Background: an optimization exercise with open tools, aiming at small area, a short achievable clock period and few clock cycles per item. Do not read the settings as production practice.
No functional check of the RTL was part of any run shown here.
No activity file was given, so power comes from the tool's default toggle rates.

[design.v]
module tdm_slot_timer_unit (
   input  logic        clock,
   input  logic        reset,
   input  logic        req_valid,
   output logic        req_ready,
   input  logic [47:0] req_now_time,
   output logic        rsp_valid,
   input  logic        rsp_ready,
   output logic [1:0]  rsp_current_slot,
   output logic        rsp_is_own,
   output logic [48:0] rsp_next_own_start,
   output logic [32:0] rsp_wait_time,
   output logic        rsp_error,
   input  logic        csr_we,
   input  logic [2:0]  csr_index,
   input  logic [15:0] csr_wdata
);
   logic [15:0] end0, end1, end2, end3;
   logic [1:0]  cm1;
   logic [1:0]  own;
   always_ff @(posedge clock) begin
      if (reset) begin
         end0 <= 16'd1;
         end1 <= 16'd2;
         end2 <= 16'd3;
         end3 <= 16'd4;
         cm1  <= 2'd3;
         own  <= 2'd0;
      end else if (csr_we) begin
         if (csr_index == 3'd0) end0 <= csr_wdata;
         if (csr_index == 3'd1) end1 <= csr_wdata;
         if (csr_index == 3'd2) end2 <= csr_wdata;
         if (csr_index == 3'd3) end3 <= csr_wdata;
         if (csr_index == 3'd4) cm1 <= (csr_wdata[2:0] == 3'd0) ? 2'd0 :
                                       csr_wdata[2] ? 2'd3 : 2'(csr_wdata[1:0] - 2'd1);
         if (csr_index == 3'd5) own <= csr_wdata[1:0];
      end
   end
   logic [15:0] cyc;       
   logic        cz;        
   logic [15:0] ooff;      
   logic [16:0] c1;        
   logic        err;       
   logic [17:0] c3;        
   logic [15:1] hz;        
   logic [17:1] hz3;       
   logic [15:0] cyc_d, ooff_d;
   logic [17:0] c3_d;
   always_comb begin
      case (cm1)
         2'd0: cyc_d = end0;
         2'd1: cyc_d = end1;
         2'd2: cyc_d = end2;
         default: cyc_d = end3;
      endcase
      case (own)
         2'd0: ooff_d = 16'd0;
         2'd1: ooff_d = end0;
         2'd2: ooff_d = end1;
         default: ooff_d = end2;
      endcase
   end
   assign c3_d = {2'b0, cyc_d} + {1'b0, cyc_d, 1'b0};
   always_ff @(posedge clock) begin
      cyc  <= cyc_d;
      cz   <= cyc_d == 16'd0;
      ooff <= ooff_d;
      c1   <= {1'b0, cyc_d} + {1'b0, ooff_d};
      err  <= own > cm1;
      c3   <= c3_d;
   end
   always_comb begin
      hz[15] = ~cyc[15];
      for (int k = 14; k >= 1; k--) hz[k] = hz[k+1] & ~cyc[k];
      hz3[17] = ~c3[17];
      for (int k = 16; k >= 1; k--) hz3[k] = hz3[k+1] & ~c3[k];
   end
   logic        v0;
   logic [47:0] n0;
   logic [1:0] r0;
   logic        v1;
   logic [47:0] n1;
   logic [5:0] r1;
   logic        v2;
   logic [47:0] n2;
   logic [7:0] r2;
   logic        v3;
   logic [47:0] n3;
   logic [9:0] r3;
   logic        v4;
   logic [47:0] n4;
   logic [11:0] r4;
   logic        v5;
   logic [47:0] n5;
   logic [13:0] r5;
   logic        v6;
   logic [47:0] n6;
   logic [15:0] r6;
   logic        v7;
   logic [47:0] n7;
   logic [15:0] r7;
   logic        v8;
   logic [47:0] n8;
   logic [15:0] r8;
   logic        v9;
   logic [47:0] n9;
   logic [15:0] r9;
   logic        v10;
   logic [47:0] n10;
   logic [15:0] r10;
   logic        v11;
   logic [47:0] n11;
   logic [15:0] r11;
   logic        v12;
   logic [47:0] n12;
   logic [15:0] r12;
   logic        v13;
   logic [47:0] n13;
   logic [15:0] r13;
   logic        v14;
   logic [47:0] n14;
   logic [15:0] r14;
   logic        v15;
   logic [47:0] n15;
   logic         hwait;     
   logic [3:0]   hcnt;      
   logic         rdy;
   logic         out_v, skid_v;
   logic         head, leave, again, take, out_free;
   assign head     = hwait ? (hcnt == 4'd0) : v15;
   assign out_free = ~out_v | rsp_ready;
   assign leave    = head & ~skid_v;
   assign again    = v15 & ~leave;
   assign take     = req_valid & rdy;
   assign req_ready = rdy;
   wire [17:0] m1 = {2'b0, cyc};
   wire [17:0] m2 = {1'b0, cyc, 1'b0};
   wire [17:0] m3 = c3;
   wire [47:0] nin = again ? n15 : req_now_time;
   logic [1:0] tr0;
   assign tr0 = {nin[47], nin[46]};
   logic [2:0] d0_1;
   assign d0_1 = {1'b0, tr0} - {1'b0, m1[1:0]};
   wire ge0_1 = ~d0_1[2] & hz[2];
   logic [2:0] d0_2;
   assign d0_2 = {1'b0, tr0} - {1'b0, m2[1:0]};
   wire ge0_2 = ~d0_2[2] & hz[1];
   logic [2:0] d0_3;
   assign d0_3 = {1'b0, tr0} - {1'b0, m3[1:0]};
   wire ge0_3 = ~d0_3[2] & hz3[2];
   logic [1:0] q0;
   assign q0 = ge0_3 ? d0_3[1:0] : ge0_2 ? d0_2[1:0] : ge0_1 ? d0_1[1:0] : tr0[1:0];
   wire [1:0] rn0 = q0;
   logic [3:0] tr2;
   assign tr2 = {r0, n0[45], n0[44]};
   logic [4:0] d2_1;
   assign d2_1 = {1'b0, tr2} - {1'b0, m1[3:0]};
   wire ge2_1 = ~d2_1[4] & hz[4];
   logic [4:0] d2_2;
   assign d2_2 = {1'b0, tr2} - {1'b0, m2[3:0]};
   wire ge2_2 = ~d2_2[4] & hz[3];
   logic [4:0] d2_3;
   assign d2_3 = {1'b0, tr2} - {1'b0, m3[3:0]};
   wire ge2_3 = ~d2_3[4] & hz3[4];
   logic [3:0] q2;
   assign q2 = ge2_3 ? d2_3[3:0] : ge2_2 ? d2_2[3:0] : ge2_1 ? d2_1[3:0] : tr2[3:0];
   logic [5:0] tr4;
   assign tr4 = {q2, n0[43], n0[42]};
   logic [6:0] d4_1;
   assign d4_1 = {1'b0, tr4} - {1'b0, m1[5:0]};
   wire ge4_1 = ~d4_1[6] & hz[6];
   logic [6:0] d4_2;
   assign d4_2 = {1'b0, tr4} - {1'b0, m2[5:0]};
   wire ge4_2 = ~d4_2[6] & hz[5];
   logic [6:0] d4_3;
   assign d4_3 = {1'b0, tr4} - {1'b0, m3[5:0]};
   wire ge4_3 = ~d4_3[6] & hz3[6];
   logic [5:0] q4;
   assign q4 = ge4_3 ? d4_3[5:0] : ge4_2 ? d4_2[5:0] : ge4_1 ? d4_1[5:0] : tr4[5:0];
   wire [5:0] rn1 = q4;
   logic [7:0] tr6;
   assign tr6 = {r1, n1[41], n1[40]};
   logic [8:0] d6_1;
   assign d6_1 = {1'b0, tr6} - {1'b0, m1[7:0]};
   wire ge6_1 = ~d6_1[8] & hz[8];
   logic [8:0] d6_2;
   assign d6_2 = {1'b0, tr6} - {1'b0, m2[7:0]};
   wire ge6_2 = ~d6_2[8] & hz[7];
   logic [8:0] d6_3;
   assign d6_3 = {1'b0, tr6} - {1'b0, m3[7:0]};
   wire ge6_3 = ~d6_3[8] & hz3[8];
   logic [7:0] q6;
   assign q6 = ge6_3 ? d6_3[7:0] : ge6_2 ? d6_2[7:0] : ge6_1 ? d6_1[7:0] : tr6[7:0];
   wire [7:0] rn2 = q6;
   logic [9:0] tr8;
   assign tr8 = {r2, n2[39], n2[38]};
   logic [10:0] d8_1;
   assign d8_1 = {1'b0, tr8} - {1'b0, m1[9:0]};
   wire ge8_1 = ~d8_1[10] & hz[10];
   logic [10:0] d8_2;
   assign d8_2 = {1'b0, tr8} - {1'b0, m2[9:0]};
   wire ge8_2 = ~d8_2[10] & hz[9];
   logic [10:0] d8_3;
   assign d8_3 = {1'b0, tr8} - {1'b0, m3[9:0]};
   wire ge8_3 = ~d8_3[10] & hz3[10];
   logic [9:0] q8;
   assign q8 = ge8_3 ? d8_3[9:0] : ge8_2 ? d8_2[9:0] : ge8_1 ? d8_1[9:0] : tr8[9:0];
   wire [9:0] rn3 = q8;
   logic [11:0] tr10;
   assign tr10 = {r3, n3[37], n3[36]};
   logic [12:0] d10_1;
   assign d10_1 = {1'b0, tr10} - {1'b0, m1[11:0]};
   wire ge10_1 = ~d10_1[12] & hz[12];
   logic [12:0] d10_2;
   assign d10_2 = {1'b0, tr10} - {1'b0, m2[11:0]};
   wire ge10_2 = ~d10_2[12] & hz[11];
   logic [12:0] d10_3;
   assign d10_3 = {1'b0, tr10} - {1'b0, m3[11:0]};
   wire ge10_3 = ~d10_3[12] & hz3[12];
   logic [11:0] q10;
   assign q10 = ge10_3 ? d10_3[11:0] : ge10_2 ? d10_2[11:0] : ge10_1 ? d10_1[11:0] : tr10[11:0];
   wire [11:0] rn4 = q10;
   logic [13:0] tr12;
   assign tr12 = {r4, n4[35], n4[34]};
   logic [14:0] d12_1;
   assign d12_1 = {1'b0, tr12} - {1'b0, m1[13:0]};
   wire ge12_1 = ~d12_1[14] & hz[14];
   logic [14:0] d12_2;
   assign d12_2 = {1'b0, tr12} - {1'b0, m2[13:0]};
   wire ge12_2 = ~d12_2[14] & hz[13];
   logic [14:0] d12_3;
   assign d12_3 = {1'b0, tr12} - {1'b0, m3[13:0]};
   wire ge12_3 = ~d12_3[14] & hz3[14];
   logic [13:0] q12;
   assign q12 = ge12_3 ? d12_3[13:0] : ge12_2 ? d12_2[13:0] : ge12_1 ? d12_1[13:0] : tr12[13:0];
   wire [13:0] rn5 = q12;
   logic [15:0] tr14;
   assign tr14 = {r5, n5[33], n5[32]};
   logic [16:0] d14_1;
   assign d14_1 = {1'b0, tr14} - {1'b0, m1[15:0]};
   wire ge14_1 = ~d14_1[16];
   logic [16:0] d14_2;
   assign d14_2 = {1'b0, tr14} - {1'b0, m2[15:0]};
   wire ge14_2 = ~d14_2[16] & hz[15];
   logic [16:0] d14_3;
   assign d14_3 = {1'b0, tr14} - {1'b0, m3[15:0]};
   wire ge14_3 = ~d14_3[16] & hz3[16];
   logic [15:0] q14;
   assign q14 = ge14_3 ? d14_3[15:0] : ge14_2 ? d14_2[15:0] : ge14_1 ? d14_1[15:0] : tr14[15:0];
   wire [15:0] rn6 = q14;
   logic [17:0] tr16;
   assign tr16 = {r6, n6[31], n6[30]};
   logic [18:0] d16_1;
   assign d16_1 = {1'b0, tr16} - {1'b0, m1[17:0]};
   wire ge16_1 = ~d16_1[18];
   logic [18:0] d16_2;
   assign d16_2 = {1'b0, tr16} - {1'b0, m2[17:0]};
   wire ge16_2 = ~d16_2[18];
   logic [18:0] d16_3;
   assign d16_3 = {1'b0, tr16} - {1'b0, m3[17:0]};
   wire ge16_3 = ~d16_3[18];
   logic [15:0] q16;
   assign q16 = ge16_3 ? d16_3[15:0] : ge16_2 ? d16_2[15:0] : ge16_1 ? d16_1[15:0] : tr16[15:0];
   wire [15:0] rn7 = q16;
   logic [17:0] tr18;
   assign tr18 = {r7, n7[29], n7[28]};
   logic [18:0] d18_1;
   assign d18_1 = {1'b0, tr18} - {1'b0, m1[17:0]};
   wire ge18_1 = ~d18_1[18];
   logic [18:0] d18_2;
   assign d18_2 = {1'b0, tr18} - {1'b0, m2[17:0]};
   wire ge18_2 = ~d18_2[18];
   logic [18:0] d18_3;
   assign d18_3 = {1'b0, tr18} - {1'b0, m3[17:0]};
   wire ge18_3 = ~d18_3[18];
   logic [15:0] q18;
   assign q18 = ge18_3 ? d18_3[15:0] : ge18_2 ? d18_2[15:0] : ge18_1 ? d18_1[15:0] : tr18[15:0];
   wire [15:0] rn8 = q18;
   logic [17:0] tr20;
   assign tr20 = {r8, n8[27], n8[26]};
   logic [18:0] d20_1;
   assign d20_1 = {1'b0, tr20} - {1'b0, m1[17:0]};
   wire ge20_1 = ~d20_1[18];
   logic [18:0] d20_2;
   assign d20_2 = {1'b0, tr20} - {1'b0, m2[17:0]};
   wire ge20_2 = ~d20_2[18];
   logic [18:0] d20_3;
   assign d20_3 = {1'b0, tr20} - {1'b0, m3[17:0]};
   wire ge20_3 = ~d20_3[18];
   logic [15:0] q20;
   assign q20 = ge20_3 ? d20_3[15:0] : ge20_2 ? d20_2[15:0] : ge20_1 ? d20_1[15:0] : tr20[15:0];
   wire [15:0] rn9 = q20;
   logic [17:0] tr22;
   assign tr22 = {r9, n9[25], n9[24]};
   logic [18:0] d22_1;
   assign d22_1 = {1'b0, tr22} - {1'b0, m1[17:0]};
   wire ge22_1 = ~d22_1[18];
   logic [18:0] d22_2;
   assign d22_2 = {1'b0, tr22} - {1'b0, m2[17:0]};
   wire ge22_2 = ~d22_2[18];
   logic [18:0] d22_3;
   assign d22_3 = {1'b0, tr22} - {1'b0, m3[17:0]};
   wire ge22_3 = ~d22_3[18];
   logic [15:0] q22;
   assign q22 = ge22_3 ? d22_3[15:0] : ge22_2 ? d22_2[15:0] : ge22_1 ? d22_1[15:0] : tr22[15:0];
   wire [15:0] rn10 = q22;
   logic [17:0] tr24;
   assign tr24 = {r10, n10[23], n10[22]};
   logic [18:0] d24_1;
   assign d24_1 = {1'b0, tr24} - {1'b0, m1[17:0]};
   wire ge24_1 = ~d24_1[18];
   logic [18:0] d24_2;
   assign d24_2 = {1'b0, tr24} - {1'b0, m2[17:0]};
   wire ge24_2 = ~d24_2[18];
   logic [18:0] d24_3;
   assign d24_3 = {1'b0, tr24} - {1'b0, m3[17:0]};
   wire ge24_3 = ~d24_3[18];
   logic [15:0] q24;
   assign q24 = ge24_3 ? d24_3[15:0] : ge24_2 ? d24_2[15:0] : ge24_1 ? d24_1[15:0] : tr24[15:0];
   wire [15:0] rn11 = q24;
   logic [17:0] tr26;
   assign tr26 = {r11, n11[21], n11[20]};
   logic [18:0] d26_1;
   assign d26_1 = {1'b0, tr26} - {1'b0, m1[17:0]};
   wire ge26_1 = ~d26_1[18];
   logic [18:0] d26_2;
   assign d26_2 = {1'b0, tr26} - {1'b0, m2[17:0]};
   wire ge26_2 = ~d26_2[18];
   logic [18:0] d26_3;
   assign d26_3 = {1'b0, tr26} - {1'b0, m3[17:0]};
   wire ge26_3 = ~d26_3[18];
   logic [15:0] q26;
   assign q26 = ge26_3 ? d26_3[15:0] : ge26_2 ? d26_2[15:0] : ge26_1 ? d26_1[15:0] : tr26[15:0];
   wire [15:0] rn12 = q26;
   logic [17:0] tr28;
   assign tr28 = {r12, n12[19], n12[18]};
   logic [18:0] d28_1;
   assign d28_1 = {1'b0, tr28} - {1'b0, m1[17:0]};
   wire ge28_1 = ~d28_1[18];
   logic [18:0] d28_2;
   assign d28_2 = {1'b0, tr28} - {1'b0, m2[17:0]};
   wire ge28_2 = ~d28_2[18];
   logic [18:0] d28_3;
   assign d28_3 = {1'b0, tr28} - {1'b0, m3[17:0]};
   wire ge28_3 = ~d28_3[18];
   logic [15:0] q28;
   assign q28 = ge28_3 ? d28_3[15:0] : ge28_2 ? d28_2[15:0] : ge28_1 ? d28_1[15:0] : tr28[15:0];
   wire [15:0] rn13 = q28;
   logic [17:0] tr30;
   assign tr30 = {r13, n13[17], n13[16]};
   logic [18:0] d30_1;
   assign d30_1 = {1'b0, tr30} - {1'b0, m1[17:0]};
   wire ge30_1 = ~d30_1[18];
   logic [18:0] d30_2;
   assign d30_2 = {1'b0, tr30} - {1'b0, m2[17:0]};
   wire ge30_2 = ~d30_2[18];
   logic [18:0] d30_3;
   assign d30_3 = {1'b0, tr30} - {1'b0, m3[17:0]};
   wire ge30_3 = ~d30_3[18];
   logic [15:0] q30;
   assign q30 = ge30_3 ? d30_3[15:0] : ge30_2 ? d30_2[15:0] : ge30_1 ? d30_1[15:0] : tr30[15:0];
   wire [15:0] rn14 = q30;
   logic [15:0] pr;
   logic        phi;
   logic        g0, g1, g2, g3;
   logic [1:0]  pcur;
   logic        plap, pown, pfz;
   logic [17:0] pda, pdb, pd;
   assign pr  = cz ? n14[31:16] : r14;
   assign phi = ~cz | (n14[47:32] == 16'd0);
   assign g0 = phi & (end0 > pr);
   assign g1 = phi & (end1 > pr) & (cm1 >= 2'd1);
   assign g2 = phi & (end2 > pr) & (cm1 >= 2'd2);
   assign g3 = phi & (end3 > pr) & (cm1 == 2'd3);
   assign pcur = g0 ? 2'd0 : g1 ? 2'd1 : g2 ? 2'd2 : g3 ? 2'd3 : cm1;
   assign plap = pcur >= own;
   assign pown = (pcur == own) & ~err;
   assign pfz  = n14[15:0] == 16'd0;
   assign pda  = {2'b0, ooff} + {2'b11, ~pr} + {17'd0, pfz};
   assign pdb  = {1'b0, c1} + {2'b11, ~pr} + {17'd0, pfz};
   assign pd   = plap ? pdb : pda;
   logic [1:0]  sc;
   logic        so, sz, sf;
   logic [17:0] sd;
   logic [32:0] pstart;
   logic [32:0] pwait;
   logic [15:0] pnf;
   logic [68:0] res;
   assign pstart = err ? 33'd0 : cz ? {17'd0, ooff} :
                   {1'b0, n15[47:16]} + {{15{sd[17]}}, sd} + {32'd0, ~sf};
   assign pnf    = 16'd0 - n15[15:0];
   assign pwait  = (sz | sd[17]) ? 33'd0 : {sd[16:0], pnf};
   assign res    = {sc, so, pstart, pwait};
   logic         hwait_n;
   logic [3:0]   hcnt_n;
   logic         skid_n;
   always_comb begin
      hwait_n = hwait;
      hcnt_n  = hcnt - 4'd1;
      if (head) begin
         hwait_n = ~leave;
         hcnt_n  = 4'd15;
      end
      skid_n = skid_v ? ~out_free : (leave & ~out_free);
   end
   logic [68:0] out_q;
   logic [68:0] skid_q;
   always_ff @(posedge clock) begin
      if (reset) begin
         v0 <= 1'b0;
         v1 <= 1'b0;
         v2 <= 1'b0;
         v3 <= 1'b0;
         v4 <= 1'b0;
         v5 <= 1'b0;
         v6 <= 1'b0;
         v7 <= 1'b0;
         v8 <= 1'b0;
         v9 <= 1'b0;
         v10 <= 1'b0;
         v11 <= 1'b0;
         v12 <= 1'b0;
         v13 <= 1'b0;
         v14 <= 1'b0;
         v15 <= 1'b0;
         hwait  <= 1'b0;
         hcnt   <= '0;
         out_v  <= 1'b0;
         rdy    <= 1'b1;
         skid_v <= 1'b0;
      end else begin
         v0 <= again | take;
         v1 <= v0;
         v2 <= v1;
         v3 <= v2;
         v4 <= v3;
         v5 <= v4;
         v6 <= v5;
         v7 <= v6;
         v8 <= v7;
         v9 <= v8;
         v10 <= v9;
         v11 <= v10;
         v12 <= v11;
         v13 <= v12;
         v14 <= v13;
         v15 <= v14;
         hwait <= hwait_n;
         hcnt  <= hcnt_n;
         rdy    <= ~hwait_n & ~(v14 & skid_n);
         skid_v <= skid_n;
         if (out_free) out_v <= skid_v | leave;
      end
   end
   always_ff @(posedge clock) begin
      n0 <= nin;
      r0 <= rn0;
      n1 <= n0;
      r1 <= rn1;
      n2 <= n1;
      r2 <= rn2;
      n3 <= n2;
      r3 <= rn3;
      n4 <= n3;
      r4 <= rn4;
      n5 <= n4;
      r5 <= rn5;
      n6 <= n5;
      r6 <= rn6;
      n7 <= n6;
      r7 <= rn7;
      n8 <= n7;
      r8 <= rn8;
      n9 <= n8;
      r9 <= rn9;
      n10 <= n9;
      r10 <= rn10;
      n11 <= n10;
      r11 <= rn11;
      n12 <= n11;
      r12 <= rn12;
      n13 <= n12;
      r13 <= rn13;
      n14 <= n13;
      r14 <= rn14;
      n15 <= n14;
      sc <= pcur;
      so <= pown;
      sz <= ~phi | err;
      sf <= pfz;
      sd <= pd;
   end
   always_ff @(posedge clock) begin
      if (~skid_v & leave & ~out_free) skid_q <= res;
      if (out_free) out_q <= skid_v ? skid_q : res;
   end
   assign rsp_valid          = out_v;
   assign rsp_current_slot   = out_q[68:67];
   assign rsp_is_own         = out_q[66];
   assign rsp_next_own_start = {out_q[65:33], 16'd0};
   assign rsp_wait_time      = out_q[32:0];
   assign rsp_error          = err;
endmodule
[config.mk]
export PLATFORM = sky130hd
export DESIGN_NAME = tdm_slot_timer_unit
export DESIGN_NICKNAME = tdm_slot_timer_unit
export VERILOG_FILES = /design/flow/design.v
export SDC_FILE = /design/flow/constraint.sdc
export NUM_CORES = 4
export LEC_CHECK = 0
export CAP_MARGIN = 20
export CORE_MARGIN = 2
export CORE_UTILIZATION = 40
export SLEW_MARGIN = 20
[constraint.sdc]
create_clock -name core_clock -period 10.0 [get_ports {clock}]
set_input_delay 2.0000 -clock core_clock [delete_from_list [all_inputs] [get_ports {clock}]]
set_output_delay 2.0000 -clock core_clock [all_outputs]
set_load 0.01 [all_outputs]
[flow/run.sh]
#!/bin/bash
# Standard layout, with the repair steps aiming at a larger setup margin.
set -euo pipefail
bash standard.sh SETUP_SLACK_MARGIN=6.5 finish > standard.log 2>&1
[standard.sh]
#!/bin/bash
# synth_recipe.tcl (not shown) runs the flow's synth.tcl, then flattens the netlist and writes it again
# the make line also repeats each setting of config.mk as NAME=value (left out here)
make -C /OpenROAD-flow-scripts/flow DESIGN_CONFIG=/design/flow/config.mk WORK_HOME=/design/flow/orfs CLKGATE_MAP_FILE= SYNTH_SCRIPT=/design/flow/synth_recipe.tcl "${@:-finish}"
==> results of run 1 <==
[area by class of cell]
cell class                 count  area [um2]
clock inverter                63        1010
sequential                  1285       27100
antenna                        1        2.50
fill                       15143       86100
multi-input combinational   5289       41400
timing repair buffer         423        4390
inverter                     241         946
tap                         2204        2760
clock buffer                 186        3790
[kinds of logic after synthesis]
family | after synthesis
AND/OR/NAND/NOR | 1785
adder cells (fa/ha/maj) | 802
flip-flops | 1285
multiplexers | 316
AO/OA/AOI/OAI | 1913
other | 1
buffers and inverters | 408
XOR/XNOR | 445
[per-layer routing]
metal	up-vias	GRT usage, %
met1	25588	29.8
met3	342	2.73
met4	0	7.79
met2	1340	35.7
li1	26218	-
met5	-	0
[power by group]
| group | switching [mW] | internal (mW) | leakage [nW] |
|---|---|---|---|
| logic | 9.01 | 7.54 | 20.3 |
| clock network | 2.23 | 3.02 | 2.30 |
| registers | 0.901 | 6.12 | 11.0 |
| total | 12.1 | 16.7 | 33.6 |
[cell usage in the layout (no fill, tap or decap), drive strengths merged, types with 161 or more instances in the layout]
master	Yosys	final
ha	747	747
nand2	518	520
xnor2	287	287
buf	67	284
mux2i	161	161
clkbuf	100	196
o21ai	422	422
a21oi	518	518
inv	241	233
dfxtp	1147	1147
nor2	455	455
[worst paths after layout]
| kind | end | slack, ns | cells past startpoint |
|---|---|---|---|
| max | r1[3] | 6.08 | 18 |
| min | n7[28] | 0.28 | 0 |
| max reg2reg | r1[3] | 6.08 | 18 |
| min reg2reg | n7[28] | 0.28 | 0 |
[cell usage after synthesis, drive strengths merged, types with 19 or more instances]
library cell	count
nor2b	151
buf	67
a21boi	35
nor3	150
nor4	33
nand2b	111
inv	241
nand2	518
o22ai	27
a21o	151
a211o	23
clkbuf	100
a211oi	79
or2	19
o31ai	77
and3	55
o21ai	422
o211ai	79
and2	51
xnor2	287
o31a	54
edfxtp	138
a22oi	19
nand4	22
o41ai	20
nand3	88
a31oi	59
xor2	158
ha	747
mux2	139
a2111oi	19
or3	65
a31o	23
mux2i	161
o21bai	25
nor2	455
a21oi	518
o21a	158
dfxtp	1147
fa	55
[metrics by stage]
step                hold WS, ns  instances
detailed placement        0.312       9221
CTS                       0.286       9591
finish                    0.284       9692
floorplan                 0.310       6970
global route              0.289       9691
global placement          0.310       9221
[timing repair]
| item | 4_1_cts | 5_1_grt |
|---|---|---|
| cloned | 22 | 11 |
| pin swaps | 63 | 124 |
| endpoints found under the setup margin | 303 | 216 |
| gates resized for setup | 428 | 234 |
| setup buffers | 99 | 89 |
==> results.txt, run 1 <==
- For this run, the number of Yosys warnings is 1.
- The number of antenna violations at the first check in global routing is 8.
- Buffers placed on the I/O ports in this run total 143.
- The largest registers in the layout are out_q: 69 flops, skid_q: 69 flops.
- The compound-cell area share of the yosys netlist is a little under a fifth.
- Setup repair after global routing could not meet its margin everywhere.
- Once routing completed, OpenROAD measured the worst setup slack at just over 6 ns.
- The standard-cell row count is 150.
- The final setup violation count is 0.
- The average cell area after synthesis is between 9 and 10 um2.
- The share of the yosys chip area belonging to registers is about two fifths.
- Of the total synthesized cell area, the portion taken by full adders, half adders and majority gates is 15.4%.
- Measured against its own limit, the worst slew margin works out to around a fifth.
- The global-route wire length before repair is 296 mm.
- The post-detailed-route via-to-cell ratio is 5.52.
- The design draws between 20 and 30 mW.
- The startpoint of the worst-slack reg-to-reg timing path is cyc[14].
- After routing the design area is 81500 um2.
- The horizontal die dimension is 415 um.
- The worst-margin pin slew is roughly 1.2 ns.
- The post-layout utilization of the core is about half.
- Synthesis inferred 1285 register bits.
- Wire segments on met3 add up to 9.57 mm in the final route.
- For this design the ratio of total power to cell area is between 300 and 400 nW/um2.
- The dominant cell type by area after synthesis is sky130_fd_sc_hd__dfxtp_1.
- In this run the worst setup path begins at cyc[14].
- Counting both buffers and inverters, the worst setup path holds a total of 1.
- The worst setup path is launched from a flip-flop.
- The growth of design area from synthesis to finish is 20.4%.
- The layout net count is slightly above 8000.
- The hold buffer count at CTS is 0.
- The worst path in the final design needs a cycle of roughly 4 ns, including I/O delays and setup.
- The prevailing post-synth register cell is sky130_fd_sc_hd__dfxtp_1.
- Synthesis instantiated between 100 and 150 different standard cells from the library.
- The remaining global-route overflow is 0.
- For this design, the sink count on the clock tree is roughly 1300.
- The run finished with no timing, DRC or antenna violations.
- The worst vdd rail ir drop is ~0.21 mV.
- The xor-xnor portion of the synthesized cell area is under 10%.
- Across the routed clock network, the largest skew measured is between 0.07 and 0.08 ns.
- 160 I/O pins were placed.
- TritonCTS built the clock tree.
- The initial utilization of the core area, before any placement, comes to around 40%.
- In the finished design, the share of the clock period the worst path needs comes to between 30% and 40%.
- Static timing analysis puts the maximum clock frequency at 255 MHz.
- The wire length on met2 is between 90 and 100 mm.
- The min-delay analysis places its worst path in the category flip-flop to flip-flop.
- Of all flip-flops after synthesis, the portion carrying an async set or reset was 0%.
- By area the synthesized netlist is led by sky130_fd_sc_hd__dfxtp_1 (34%), sky130_fd_sc_hd__ha_1 (14%), sky130_fd_sc_hd__edfxtp_1 (6.1%).
- The die outline area is between 150000 and 200000 um2.
- For the worst setup path, the data required time is between 10 and 15 ns.
- The data arrival time of the critical path is 4.64 ns.
- Summed over all cells, the static leakage comes to 33.6 nW.
- The global-route total usage across every layer is roughly 22%.
- The post-route DRC violation count is 0.
- Timing analysis after detailed placement gives a worst setup slack of 5.26 ns.
- The number of synthesized flops with an enable pin is roughly 140.
- After detailed routing, the average wire length per cell comes to around 20 um.
- The CTS H-tree depth is 4.
- The post-synthesis instance area is just under 70000 um2.
- The final route contains 53488 vias.
- Of all nets on the critical path, the largest fanout is 7.
- The clock insertion delay at the later pin of the skew report is 0.81 ns.
- The violation count after the first detailed-route iteration is roughly 3400.
- The placed standard-cell area is roughly 72000 um2.
- Broken down by cell family, the worst path's largest delay share belongs to simple AND/OR/NAND/NOR gates.
- The setup path with the least slack is of type flip-flop to flip-flop.
- Counting along the longest clock path gives a buffer depth of 3.
- Multiplexer cells account for 5.23% of the synthesized area.
- In this run the most critical hold path is launched from n6[28].
- After synthesis, the largest family of logic cells by area is compound AO/OA/AOI/OAI gates.
- STA classifies the critical path endpoint as a flip-flop.
- The sum of negative setup slack is 0 ns.
- The number of buffers added by the clock tree synthesis step is roughly 140.
- Walking the worst path, the cells encountered are or3_4, nor4_4, nand2_2, or4_4, nand2b_4, a21oi_2, a31o_4, ha_4, nor2b_4, o21ai_2, nand2b_1, a21o_1, nand2_2, a2111oi_4, buf_6, nor2b_4, a22o_1, a21oi_2.
- Signal routing reaches up to met4.
- On the worst path, the slowest cell contributes a delay of 0.60 ns.
- The area share of the largest cell type after synthesis is roughly 34%.
- The core region is about 170000 um2.
- The highest-delay cell along the critical path is sky130_fd_sc_hd__or4_4.
- From bottom edge to top edge, the die measures between 400 and 500 um.
- The weighted congestion reported at the end of routability-driven placement is ~0.91.
- For this block, wires on met1 add up to 91.3 mm.
- The detail route stage leaves a number of antenna-violating nets equal to 0.
- The gate count after technology mapping is between 6000 and 7000.
- Of the total synthesized cell area, the portion taken by AND, OR, NAND and NOR gates is 12.7%.
- Across the run, the number of max-cap violations was 0.
- For this block, the routed nets add up to between 150 and 200 mm of wire.
- The max-slew violation count is 0.
- Detailed placement finished with a half-perimeter wire length of between 100 and 150 mm.
- Cells with a size suffix above 1 make up 14.8% of the layout.
- The maximum number of pins on one net before global-route repair is 97.
- In this run the clock root is driven by a sky130_fd_sc_hd__clkbuf_16.
- After clock tree synthesis, the clock-pin slew on the worst setup and hold paths is roughly 0.06 ns.
- The total count of hold-check failures in the final report was 0.
- The first detailed-routing pass ran for 6 iterations.
- The number of global-route vias before repair is ~51000.
==> inputs of run 2 (changes only) <==
--- a/design.v
+++ b/design.v
@@ -366,7 +366,7 @@
    logic [1:0]  pcur;
    logic        plap, pown, pfz;
    logic [17:0] pda, pdb, pd;
-   assign pr  = cz ? n14[31:16] : r14;
+   assign pr  = r14;
    assign phi = ~cz | (n14[47:32] == 16'd0);
    assign g0 = phi & (end0 > pr);
    assign g1 = phi & (end1 > pr) & (cm1 >= 2'd1);
==> flow/run.sh (replaced) <==
#!/bin/bash
# Standard layout, with the repair steps aiming at a larger setup margin.
set -euo pipefail
bash standard.sh SETUP_SLACK_MARGIN=6.5 TNS_END_PERCENT=10 finish > standard.log 2>&1
==> run 2 against run 1 <==
Against the previous run:
- final area down 2.7%
- global-route usage down 0.38 points
- clock power about the same
- largest power group unchanged
- worst setup slack better by 0.065 ns
- first-iteration DRC count increased by 11%
- synthesized cell count decreased by 1.2%
- sequential cell count stayed put
- clock skew down 0.0068 ns
==> results.txt, run 2 <==
- The flow ran to the end and the layout has no timing, DRC or antenna violations.
- The number of distinct library cell variants in the gate-level netlist after synthesis is between 100 and 150.
- Cells fill 47.5% of the core in the end.
- The total count of hold-check failures in the final report came to 0.
- STA classifies the critical path endpoint as a flip-flop.
- The count of cells along the worst hold path is 0.
- The post-synthesis instance area is between 60000 and 70000 um2.
- The final non-filler cell area is approximately 80000 um2.
- Summed over all cells, the static leakage comes to approximately 33 nW.
- After synthesis the netlist holds a flip-flop and latch count of roughly 1300.
- The number of cells on the worst reg-to-reg path is 17.
- The met1 layer wirelength in the final routing is between 90 and 100 mm.
- For this block, the routed nets add up to slightly below 200 mm of wire.
- The global-route total usage across every layer is 21.5%.
- Dividing the detail-routed via count by the number of cells gives roughly 5.5.
- In the final layout, the multi-input gates occupy 39500 um2.
- The remaining global-route overflow is 0.
- In this run the power density over the cells is 353 nW/um2.
- Setup violations remaining at the end of the flow were counted as 0.
- STA puts the critical path data required time at between 10 and 15 ns.
- The number of antenna violations at the first check in global routing is 6.
- The region available for standard cell placement spans ~170000 um2.
- The clock passes through at most 3 buffers.
- The die outline area is between 150000 and 200000 um2.
- The share of synthesized flip-flops with an asynchronous set or reset is 0%.
- The horizontal die dimension is just over 400 um.
- The first global-routing pass estimated around 290 mm of wire.
- The final critical path takes up 38.6% of the cycle.
- The area growth from synthesis to layout is 18.4%.
- In this run the vertical extent of the chip is approximately 410 um.
- For the worst setup path, the data arrival time is 4.50 ns.
- The worst setup path is launched from a flip-flop.
- The clock insertion delay at the later pin of the skew report is approximately 0.8 ns.
- The count of pins on the block boundary is 160.
- The smallest clock period supported by the final layout is computed as a little under 4 ns.
- In this run the remaining antenna-violating nets after routing total 0.
- The startpoint identified for the worst register-to-register timing path is cyc[12].
- The commonest cells after synthesis are sky130_fd_sc_hd__dfxtp_1 (1147), sky130_fd_sc_hd__ha_1 (747), sky130_fd_sc_hd__nand2_1 (575).
- The endpoint identified for the worst register-to-register timing path is r1[5].
- Detailed routing placed a total of ~9.4 mm of wire on met3.
- The cell with the most instances after synthesis is sky130_fd_sc_hd__dfxtp_1.
- After synthesis, flip-flops and latches occupy between 40 and 50% of the total area.
- Yosys attributes the largest share of cell area to sky130_fd_sc_hd__dfxtp_1 (34%), sky130_fd_sc_hd__ha_1 (14%), sky130_fd_sc_hd__edfxtp_1 (6.2%).
- The hold slack is about 0.29 ns.
- The largest fanout of any net on the critical path is 5.
- The layout net count is 8137.
- In this run, CTS created clock tree buffers numbering around 140.
- The path type of the worst setup path is flip-flop to flip-flop.
- Routability-driven placement finished with a final weighted congestion of 0.884.
- TritonCTS built the clock tree.
- At the pin with the least slew margin, the transition time is about 1.1 ns.
- The post-route DRC violation count is 0.
- Setup repair after global routing could not meet its margin everywhere.
- The reg2reg setup slack is between 6 and 7 ns.
- The number of violations of the max-capacitance limit is 0.
- Summed over its instances, the top area cell type makes up 34.3% of the synthesized netlist area.
- The topmost layer with routed signal wires is met4.
- The sum of negative setup slack is 0 ns.
- After floorplanning, the core was divided into 150 placement rows.
- In the layout the commonest cells are sky130_fd_sc_hd__dfxtp_1 (1123), sky130_fd_sc_hd__ha_1 (728), sky130_fd_sc_hd__nand2_1 (571).
- The number of global-route vias before repair came to 49297.
- The average cell area after synthesis is between 9 and 10 um2.
- The number of synthesized flops with an enable pin is about 140.
- The dominant cell type by area after synthesis is sky130_fd_sc_hd__dfxtp_1.
- The wire-length estimate of the detail-placed layout is ~130 mm.
- Detailed routing inserted a total of around 52000 vias.
- The largest registers in the layout are out_q: 69 flops, skid_q: 69 flops.
- The max-slew violation count came to 0.
- The worst vdd rail ir drop is 0.194 mV.
- The cell sitting at the root of the clock tree is a sky130_fd_sc_hd__clkbuf_16.
- The clock tree synthesis step divided the H-tree into 4 levels.
- After detailed placement, the total cell area comes to 71000 um2.
- In this run the worst setup path terminates at r1[5].
- The sink count of the clock tree is approximately 1300.
- The number of filler instances in the final layout is around 16000.
- The layout cell share with drive strength beyond 1 is 12.9%.
- The gate count after technology mapping is a little under 7000.
- Once the floorplan was initialized, standard cells occupied approximately 40% of the core.
- The worst-case setup slack after placement is approximately 4.5 ns.
- The maximum number of pins on one net before global-route repair is 97.
- The first detailed-routing pass ran for 8 iterations.
- The classification of the worst-slack hold path is flip-flop to flip-flop.
- The worst-case clock skew is approximately 0.063 ns.
- For this run, the number of Yosys warnings is 1.
- Once routing completed, OpenROAD measured the worst setup slack at just over 6 ns.
- In this run, the number of DRC markers left after iteration 0 of detailed routing was roughly 3800.
- The worst-case headroom to the max-slew limit is between 20 and 30%.
- The maximum clock frequency is around 260 MHz.
- Buffers placed on the I/O ports in this run total around 140.
- Tracing the worst setup path back leads to its startpoint at cyc[12].
- The post-detailed-route wirelength per cell is 20.2 um.
- The post-CTS clock slew at the launch and capture registers of the worst setup and hold paths is 0.06 ns.
- The prevailing post-synth register cell is sky130_fd_sc_hd__dfxtp_1.
- The routed design uses about 87 mm of met2 wire.
- Summing all flip-flop and latch instances after layout gives roughly 27000 um2.
- The commonest non-fill, non-tap cell in the layout is sky130_fd_sc_hd__dfxtp_1.
[run 2: worst min path at each step]
stage / from / to / slack, ns
after floorplan: n9[0] / n10[0] / 0.31
after global placement: n8[41] / n9[41] / 0.31
after detailed placement: n9[12] / n10[12] / 0.31
after CTS: n11[44] / n12[44] / 0.28
after global routing: n12[45] / n13[45] / 0.30
final: n11[44] / n12[44] / 0.29
[run 2: timing repair]
action | 4_1_cts | 5_1_grt
endpoints found under the setup margin | 385 | 402
hold buffers | 0 | 0
buffers inserted | 65 | 87
gates cloned | 8 | 16
gates resized for setup | 175 | 256
pin swaps | 46 | 99
[run 2: layout make-up]
class	count	area share [%]
Antenna cell	5	0.0158
Clock buffer	184	4.94
Clock inverter	63	1.11
Inverter	304	1.54
Multi-Input combinational cell	5157	49.9
Sequential cell	1285	34.3
Tap cell	2204	3.48
Timing Repair Buffer	376	4.76
Timing Repair inverter	1	0.00632
[run 2: critical path: stages, from the launching register on]
cell and delay [ns]:
sky130_fd_sc_hd__dfxtp_2 0.32, sky130_fd_sc_hd__or4_4 0.56, sky130_fd_sc_hd__nor4_4 0.26, sky130_fd_sc_hd__nand4_1 0.29, sky130_fd_sc_hd__o21bai_4 0.29, sky130_fd_sc_hd__a21oi_2 0.12, sky130_fd_sc_hd__nor2_2 0.06, sky130_fd_sc_hd__mux2i_4 0.20
sky130_fd_sc_hd__buf_12 0.14, sky130_fd_sc_hd__ha_4 0.26, sky130_fd_sc_hd__nor2b_4 0.15, sky130_fd_sc_hd__o21ai_2 0.06, sky130_fd_sc_hd__nand2b_1 0.10, sky130_fd_sc_hd__a21o_1 0.14, sky130_fd_sc_hd__a21oi_2 0.07, sky130_fd_sc_hd__or3_4 0.36
sky130_fd_sc_hd__a21o_1 0.19, sky130_fd_sc_hd__a21o_1 0.17
[run 2: where the power goes]
part	internal [mW]	switching [mW]	leakage, nW	total [mW]
sequential	6.12	0.905	11.0	7.02
clock	2.98	2.25	2.31	5.23
combinational	7.12	8.56	19.8	15.7
total	16.2	11.7	33.2	27.9
[run 2: cells by family (layout without fill, tap and decap cells)]
group	after synthesis	after routing	share of synthesized area (%)
XOR/XNOR	473	473	6.19
adder cells (fa/ha/maj)	802	802	15.6
AND/OR/NAND/NOR	1812	1813	12.9
flip-flops	1285	1285	40.5
buffers and inverters	460	928	2.78
AO/OA/AOI/OAI	1728	1740	16.8
multiplexers	313	313	5.25
other	1	21	0.00561
[run 2: metal layers]
layer / vias up / GRT usage (%)
met5: - / 0
met2: 1311 / 34.7
met1: 25055 / 30.0
met3: 285 / 2.79
met4: 0 / 6.49
li1: 25599 / -
[run 2: through the flow]
step	total power, mW	cells
after floorplan	17.8	6889
after global placement	20.9	9149
after detailed placement	21.1	9151
after CTS	27.1	9471
after global routing	30.0	9574
final	27.9	9579

==> static timing again, ports no longer ideal <==
In the flow no input, the clock included, has a driving cell. The finished layouts below were timed again as built, in two steps. Step 1 (the two cells are an assumption about what drives the block):
set clk [get_ports {clock}]
set_driving_cell -lib_cell sky130_fd_sc_hd__clkbuf_16 $clk
set_driving_cell -lib_cell sky130_fd_sc_hd__buf_2 [delete_from_list [all_inputs] $clk]
Step 2 adds t to the input delays and takes it off the output delays; t is the mean of the earliest and latest rising clock arrival at the registers after step 1. Input paths then give back, and output paths get back, about the clock's delay inside the block. Three values: no drivers, after step 1, after step 2; two values: the first two.
run | t (ns) | slack for setup (ns) | worst data-port slew with drivers (ns) | pins driven straight from the clock port
run 1 | 0.857 | 6.075 / 6.075 / 5.937 | 0.13 | 1
run 2 | 0.849 | 6.140 / 6.140 / 5.495 | 0.09 | 1
After both steps every run listed still meets setup and hold. The setup slack of run 2, which loses most, moves by 0.000 ns with the drivers and by -0.645 ns with both steps.
